What follows belongs to an exercise in optimizing a design on an open flow for small area, a short achievable clock period and few clock cycles per item; a production flow would make more cautious choices. Function not checked in this run: the RTL went through the layout flow alone. Power and IR drop assume default switching activity.

$ cat design/flow/config.mk
export PLATFORM = sky130hd
export DESIGN_NAME = mmu_top
export DESIGN_NICKNAME = mmu_top
export VERILOG_FILES = /design/flow/design.v
export SDC_FILE = /design/flow/constraint.sdc
export NUM_CORES = 4
export LEC_CHECK = 0
export CAP_MARGIN = 20
export CORE_MARGIN = 2
export CORE_UTILIZATION = 45
export PLACE_DENSITY = 0.6
export SLEW_MARGIN = 20
$ cat design/flow/constraint.sdc
create_clock -name core_clock -period 6.5 [get_ports {clk}]
set_input_delay 1.3000 -clock core_clock [delete_from_list [all_inputs] [get_ports {clk}]]
set_output_delay 1.3000 -clock core_clock [all_outputs]
set_load 0.01 [all_outputs]
$ cat design/flow/design.v
`timescale 1ns/10ps
`default_nettype none
module pe_cell (
    input  wire                             clk,
    input  wire                             clr,       
    input  wire signed [8-1:0]    a_in,
    input  wire signed [8-1:0]    b_in,
    output logic signed [23-1:0]    acc
);
    wire signed [16-1:0] prod = a_in * b_in;
    logic signed [16-1:0] p;
    logic                          c;
    if (1) begin : g_pipe
        always_ff @(posedge clk) begin
            p <= prod;
            c <= clr;
        end
    end else begin : g_comb
        assign p = prod;
        assign c = clr;
    end
    always_ff @(posedge clk) begin
        acc <= (c ? 23'(0) : acc) + 23'(p);
    end
endmodule
`default_nettype wire
`timescale 1ns/10ps
`default_nettype none
module systolic_grid (
    input  wire                                 clk,
    input  wire                                 clr,
    input  wire [4*8-1:0]        a_q,
    input  wire [4*8-1:0]        b_q,
    output wire [4*4*23-1:0]  sums       
);
    localparam int N = 4;
    localparam int W = 8;
    localparam int S = 23;
    for (genvar i = 0; i < N; i++) begin : g_row
        for (genvar j = 0; j < N; j++) begin : g_col
            pe_cell pe_i (
                .clk  (clk),
                .clr  (clr),
                .a_in (a_q[i*W +: W]),
                .b_in (b_q[j*W +: W]),
                .acc  (sums[(i*N+j)*S +: S])
            );
        end
    end
endmodule
`default_nettype wire
`timescale 1ns/10ps
`default_nettype none
module operand_skew (
    input  wire                            clk,
    input  wire                            rst_n,
    input  wire                            step,
    input  wire                            first,
    input  wire                            last,
    input  wire [4*8-1:0]   a_vec,
    input  wire [4*8-1:0]   b_vec,
    output logic [4*8-1:0]  a_q,
    output logic [4*8-1:0]  b_q,
    output logic                           first_q,
    output logic                           last_q
);
    always_ff @(posedge clk) begin
        a_q <= step ? a_vec : '0;
        b_q <= b_vec;
    end
    always_ff @(posedge clk or negedge rst_n) begin
        if (!rst_n) begin
            first_q <= 1'b0;
            last_q  <= 1'b0;
        end else begin
            first_q <= step && first;
            last_q  <= step && last;
        end
    end
endmodule
`default_nettype wire
`timescale 1ns/10ps
`default_nettype none
module mmu_sequencer (
    input  wire                   clk,
    input  wire                   rst_n,
    input  wire                   start,
    input  wire [8-1:0] k_len,
    input  wire                   in_valid,
    output wire                   step,        
    output wire                   first,       
    output wire                   last,        
    output logic                  busy
);
    logic                   skip_q;      
    logic                   first_q;     
    logic [8-1:0] rem_q;       
    wire accept = start && !busy;
    assign step  = in_valid && busy && !skip_q;
    assign first = first_q;
    assign last  = (rem_q == 8'(1));
    always_ff @(posedge clk or negedge rst_n) begin
        if (!rst_n) begin
            busy   <= 1'b0;
            skip_q <= 1'b0;
        end else begin
            skip_q <= accept;
            if (accept)
                busy <= 1'b1;
            else if (step && last)
                busy <= 1'b0;
        end
    end
    always_ff @(posedge clk) begin
        if (accept) begin
            rem_q   <= k_len;
            first_q <= 1'b1;
        end else if (step) begin
            rem_q   <= rem_q - 1'b1;
            first_q <= 1'b0;
        end
    end
endmodule
`default_nettype wire
`timescale 1ns/10ps
`default_nettype none
module result_buffer (
    input  wire                                 clk,
    input  wire                                 rst_n,
    input  wire                                 save,
    input  wire [4*4*23-1:0]  sums,
    input  wire                                 rd_en,
    input  wire [2-1:0]                rd_row,
    output logic                                rd_valid,
    output logic [4*24-1:0]        rd_data
);
    localparam int N  = 4;
    localparam int S  = 23;
    localparam int A  = 24;
    localparam int RW = N*S;
    logic [N*RW-1:0] grid_q;      
    logic            have_q;      
    logic [N-1:0]    sel_q;       
    always_ff @(posedge clk) begin
        if (save)
            grid_q <= sums;
    end
    always_ff @(posedge clk or negedge rst_n) begin
        if (!rst_n) begin
            have_q   <= 1'b0;
            rd_valid <= 1'b0;
            sel_q    <= '0;
        end else begin
            have_q   <= have_q || save;
            rd_valid <= rd_en;
            for (int r = 0; r < N; r++)
                sel_q[r] <= (have_q || save) && (rd_row == r);
        end
    end
    logic [RW-1:0] row;
    always_comb begin
        row = '0;
        for (int r = 0; r < N; r++)
            row = row | (grid_q[r*RW +: RW] & {RW{sel_q[r]}});
    end
    for (genvar j = 0; j < N; j++) begin : g_col
        assign rd_data[j*A +: A] = {{(A-S){row[j*S+S-1]}}, row[j*S +: S]};
    end
endmodule
`default_nettype wire
`timescale 1ns/10ps
`default_nettype none
module mmu_top (
    input  wire                        clk,
    input  wire                        rst_n,
    input  wire                        start,
    input  wire [8-1:0]      k_len,
    input  wire                        in_valid,
    input  wire [4*8-1:0] a_vec,
    input  wire [4*8-1:0] b_vec,
    input  wire                        rd_en,
    input  wire [2-1:0]       rd_row,
    output wire                        busy,
    output wire                        done,
    output wire                        rd_valid,
    output wire [4*24-1:0]  rd_data
);
    wire                               step, first, last;
    wire [4*8-1:0]      a_q, b_q;
    wire                               first_q, last_q;
    wire [4*4*23-1:0] sums;
    mmu_sequencer seq_i (
        .clk      (clk),
        .rst_n    (rst_n),
        .start    (start),
        .k_len    (k_len),
        .in_valid (in_valid),
        .step     (step),
        .first    (first),
        .last     (last),
        .busy     (busy)
    );
    logic [1:0] last_sr;
    always_ff @(posedge clk or negedge rst_n) begin
        if (!rst_n)
            last_sr <= '0;
        else
            last_sr <= (last_sr << 1) | (1+1)'(last_q);
    end
    assign done = last_sr[1];
    operand_skew in_i (
        .clk     (clk),
        .rst_n   (rst_n),
        .step    (step),
        .first   (first),
        .last    (last),
        .a_vec   (a_vec),
        .b_vec   (b_vec),
        .a_q     (a_q),
        .b_q     (b_q),
        .first_q (first_q),
        .last_q  (last_q)
    );
    systolic_grid grid_i (
        .clk  (clk),
        .clr  (first_q),
        .a_q  (a_q),
        .b_q  (b_q),
        .sums (sums)
    );
    result_buffer rbuf_i (
        .clk      (clk),
        .rst_n    (rst_n),
        .save     (done),
        .sums     (sums),
        .rd_en    (rd_en),
        .rd_row   (rd_row),
        .rd_valid (rd_valid),
        .rd_data  (rd_data)
    );
endmodule
`default_nettype wire
$ cat design/flow/run.sh
#!/bin/bash
# synth_recipe.tcl (not shown) runs the flow's synth.tcl, then flattens the netlist and writes it again
# the make line also repeats each setting of config.mk as NAME=value (left out here)
make -C /OpenROAD-flow-scripts/flow DESIGN_CONFIG=/design/flow/config.mk WORK_HOME=/design/flow/orfs CLKGATE_MAP_FILE= SYNTH_SCRIPT=/design/flow/synth_recipe.tcl finish
==> summary.txt <==
[cells by family after synthesis]
kind of cell,after synthesis,synth area share (%)
simple gates,2373,14.8
buf+inv,1754,7.64
fa+ha+maj,1714,32.6
compound gates,1262,9.75
flops,1078,29.4
xor+xnor,537,5.45
mux,24,0.301
[layout by cell type (no fill, tap or decap), types with 16 or more instances in the layout]
master and count:
a211oi_1 17, o21bai_1 34, dfxtp_1 681, xor2_1 102, nand3_1 73, a22oi_1 184, edfxtp_1 376, mux2_2 16
nand2b_1 95, a21oi_1 306, and2_1 721, clkbuf_16 135, clkbuf_1 27, nor3_1 74, a21o_1 163, inv_1 1465
o21ai_0 208, clkdlybuf4s50_1 177, ha_1 818, o21a_1 73, nand2_1 505, nand4_1 20, nor2b_1 520, and3_1 32
clkinv_2 18, xnor2_1 435, a21boi_0 56, a31oi_1 33, buf_4 102, nor2_1 268, fa_1 896
[where the power goes]
group / internal [mW] / leakage [nW] / total (mW) / switching, mW
Clock: 4.55 / 2.15 / 7.57 / 3.02
Combinational: 16.1 / 32.6 / 36.1 / 20.0
Sequential: 10.1 / 9.35 / 11.7 / 1.57
Total: 30.7 / 44.1 / 55.4 / 24.6
[cell type report]
type,count,area (um2),share of cell area (%)
diodes,4,10.0,0.0105
clock buffers,174,3640,3.82
clock inverters,59,743,0.778
inverters,1465,5500,5.76
multi-input cells,5910,54300,56.9
flip-flops and latches,1078,25400,26.6
well taps,2511,3140,3.29
repair buffers,288,2720,2.84
[metrics by stage]
stage / hold slack, ns / setup WS (ns) / util, %
2_1_floorplan: 0.324 / 0.832 / -
3_3_place_gp: 0.327 / 1.06 / 47.9
3_5_place_dp: 0.330 / 0.954 / 47.9
4_1_cts: 0.344 / 0.898 / 50.2
5_1_grt: 0.348 / 0.396 / 50.2
6_report: 0.343 / 0.862 / 50.2
[sequential cells by signal, summed over array words and instances, names as in the netlist]
| name | count |
|---|---|
| grid_i.g_row.g_col.pe_i.acc | 368 |
| rbuf_i.grid_q | 368 |
| grid_i.g_row.g_col.pe_i.p | 256 |
| in_i.a_q | 32 |
| in_i.b_q | 32 |
| seq_i.rem_q | 8 |
| rbuf_i.sel_q | 4 |
| last_sr | 2 |
| grid_i.g_row.g_col.pe_i.c | 1 |
| in_i.first_q | 1 |
| in_i.last_q | 1 |
| rbuf_i.have_q | 1 |
| rbuf_i.rd_valid | 1 |
| seq_i.busy | 1 |
| seq_i.first_q | 1 |
| seq_i.skip_q | 1 |
[worst reg2reg max path, stage by stage, from the launching register on]
cell and delay [ns]:
dfxtp_1 0.91, buf_4 0.38, and2_1 0.16, ha_1 0.24, fa_1 0.46, ha_1 0.31
inv_1 0.07, fa_1 0.40, inv_1 0.06, ha_1 0.16, inv_1 0.07, fa_1 0.46
nor2b_1 0.13, o21ai_0 0.13, a21boi_0 0.27, o21ai_0 0.16, a21boi_0 0.28, o21ai_0 0.14
a21boi_0 0.35, nor4_1 0.08, a311o_1 0.32
[per-layer routing]
metal | track usage [%] | part of all wire, % | up-vias
met1 | 28.5 | 45 | 29058
met4 | 6.04 | 2.7 | 0
li1 | - | - | 28362
met3 | 2.99 | 3.8 | 247
met2 | 37.0 | 49 | 984
met5 | 0 | 0 | -
[path summary, 6_finish.rpt]
| kind | from | end | cells past startpoint |
|---|---|---|---|
| max reg2reg | in_i.a_q[20] | grid_i.g_row[2].g_col[3].pe_i.p[14] | 20 |
| min in group asynchronous | rst_n | last_sr[1] | 1 |
| min | in_i.first_q | grid_i.g_row[0].g_col[0].pe_i.c | 0 |
| min reg2reg | in_i.first_q | grid_i.g_row[0].g_col[0].pe_i.c | 0 |
| max in group asynchronous | rst_n | rbuf_i.sel_q[2] | 1 |
| max | in_i.a_q[20] | grid_i.g_row[2].g_col[3].pe_i.p[14] | 20 |
==> summary.txt <==
- Mapped Nets: 10.5k
- R2R setup slack: ~0.86 ns
- Top-area cell type share of the netlist area: 20.8%
- Vias in the first global route: 61.4k
- TritonCTS Buffers: 130
- Slew HR: 26.0%
- Detailed-route via count: a little under 60k
- Max Transition Viols Final: 0
- 1st-iter DRT viols: about 3.3k
- Worst-skew pair later-pin latency: about 0.8 ns
- Total track usage: 21.6%
- DIE HEIGHT: around 440 um
- RSZ-0062 raised after global routing: false
- Period utilization: around 87%
- Antenna-violating nets left: 0
- Period minus WS final: 5.64 ns
- Final TNS setup: 0 ns
- Hold_buf cts: 0
- Worst hold-check path type: register to register
- Worst Setup End Kind: register
- Non-Filler Instances: 11.5k
- Share of post-route cells with drive strength above 1: around 4.3%
- Detailed Place HPWL: 158 mm
- Most frequent cell after synthesis: inv_1
- Crit path arrival time: around 6.3 ns
- Initial antenna violation count: 4
- Die Wd: 442 um
- # nets final: 10.7k
- Buf/Inv on CP: 4
- Mapped Area: ~86000 um2
- CTS max path bufs: 3
- # placed instances: between 10k and 15k
- Top cells by count, synth: inv_1 (1465), fa_1 (896), ha_1 (818)
- CTS resizes: 0
- Fin area: 95500 um2
- CP delay by family, top: adder cells
- First-pass GRT wire length: 335 mm
- Max FO, Critical Path: 20
- Max Cap Viol: 0
- Slowest cell on crit path: dfxtp_1
- Clk slew on worst S/H paths: 0.07 ns
- Max H-tree Level: 4
- Fillers: 17.3k
- Ys async rst share: 1.11%
- RePlAce Congestion: 0.875
- Routed wire length: 207 mm
- Vias per inst: 5.10
- Ports: 178
- #FFs+latches synth: 1078
- Critical path data required time: 7.19 ns
- Post-CTS Setup Bufs: 0
- Least-Margin Pin Slew: roughly 1.1 ns
- Setup-failing EPs final: 0
- Outcome: no timing/DRC/antenna violations
- Worst path cell trace: buf_4 -> and2_1 -> ha_1 -> fa_1 -> ha_1 -> inv_1 -> fa_1 -> inv_1 -> ha_1 -> inv_1 -> fa_1 -> nor2b_1 -> o21ai_0 -> a21boi_0 -> o21ai_0 -> a21boi_0 -> o21ai_0 -> a21boi_0 -> nor4_1 -> a311o_1
- Row count: 160
- DRC Markers: 0
- Skew final: roughly 0.046 ns
- Dominant cells by area after synthesis: fa_1 (21%), dfxtp_1 (16%), edfxtp_1 (13%)
- Initial Util: 45.3%
- Total Power: 55.4 mW
- Hold Fails Final Rpt: 0
- CTS tree: yes
- Power Density: 580 nW/um2
- Syn Area/Cell: around 9.9 um2
- CTS root buffer: clkbuf_16
- Clk sinks: 1078
- Critical path's largest stage delay: 0.91 ns
- Top FF cell, synth: dfxtp_1
- Avg WL per Cell: 18.0 um
- Sequential share of the synthesized area: around 30%
- Largest area contributor in the netlist: fa_1
- Largest net degree at the start of global routing: 136
- VDD IR max: ~0.30 mV
- IO Port Bufs: 177
- Placed Area: 91100 um2
- CP startpoint kind: register
- Core Box Area: 190000 um2
- Syn Inst Count: 8742
- Leak pwr: approximately 44 nW
- Syn. warnings: 5
- Post-synth EDFFs: 376
- P&R area growth vs syn: 10.7%
- Die area: 195000 um2
- Grt ovf: 0
- Setup CP Type: register to register
- Synth cell types: 79
- Maximum achievable frequency: 177 MHz
- Drt pass-1 iters: 5

==> static timing again, ports no longer ideal <==
Ports are ideal in the flow. The routed layout listed here was re-timed in OpenROAD.
Step 1: set_driving_cell puts a clkbuf_16 on clk and a buf_2 on each other input, an assumption about the parent block.
Step 2 times the ports against the registers' clock, not the clock port: input delays grow and output delays shrink by t, the midpoint of the rising clock arrivals with the driver on.
Three values: no drivers, after step 1, after step 2; two values: the first two.
t, ns: 0.853
setup slack, ns: 0.862 / 0.862 / 0.862
worst register clock-pin slew, ns: 0.07 / 0.07
worst slew at a driven data input, ns: 0.07
After both steps setup and hold are still met in this run. The setup slack of this run moves by 0.000 ns with the drivers and by 0.000 ns with both steps.
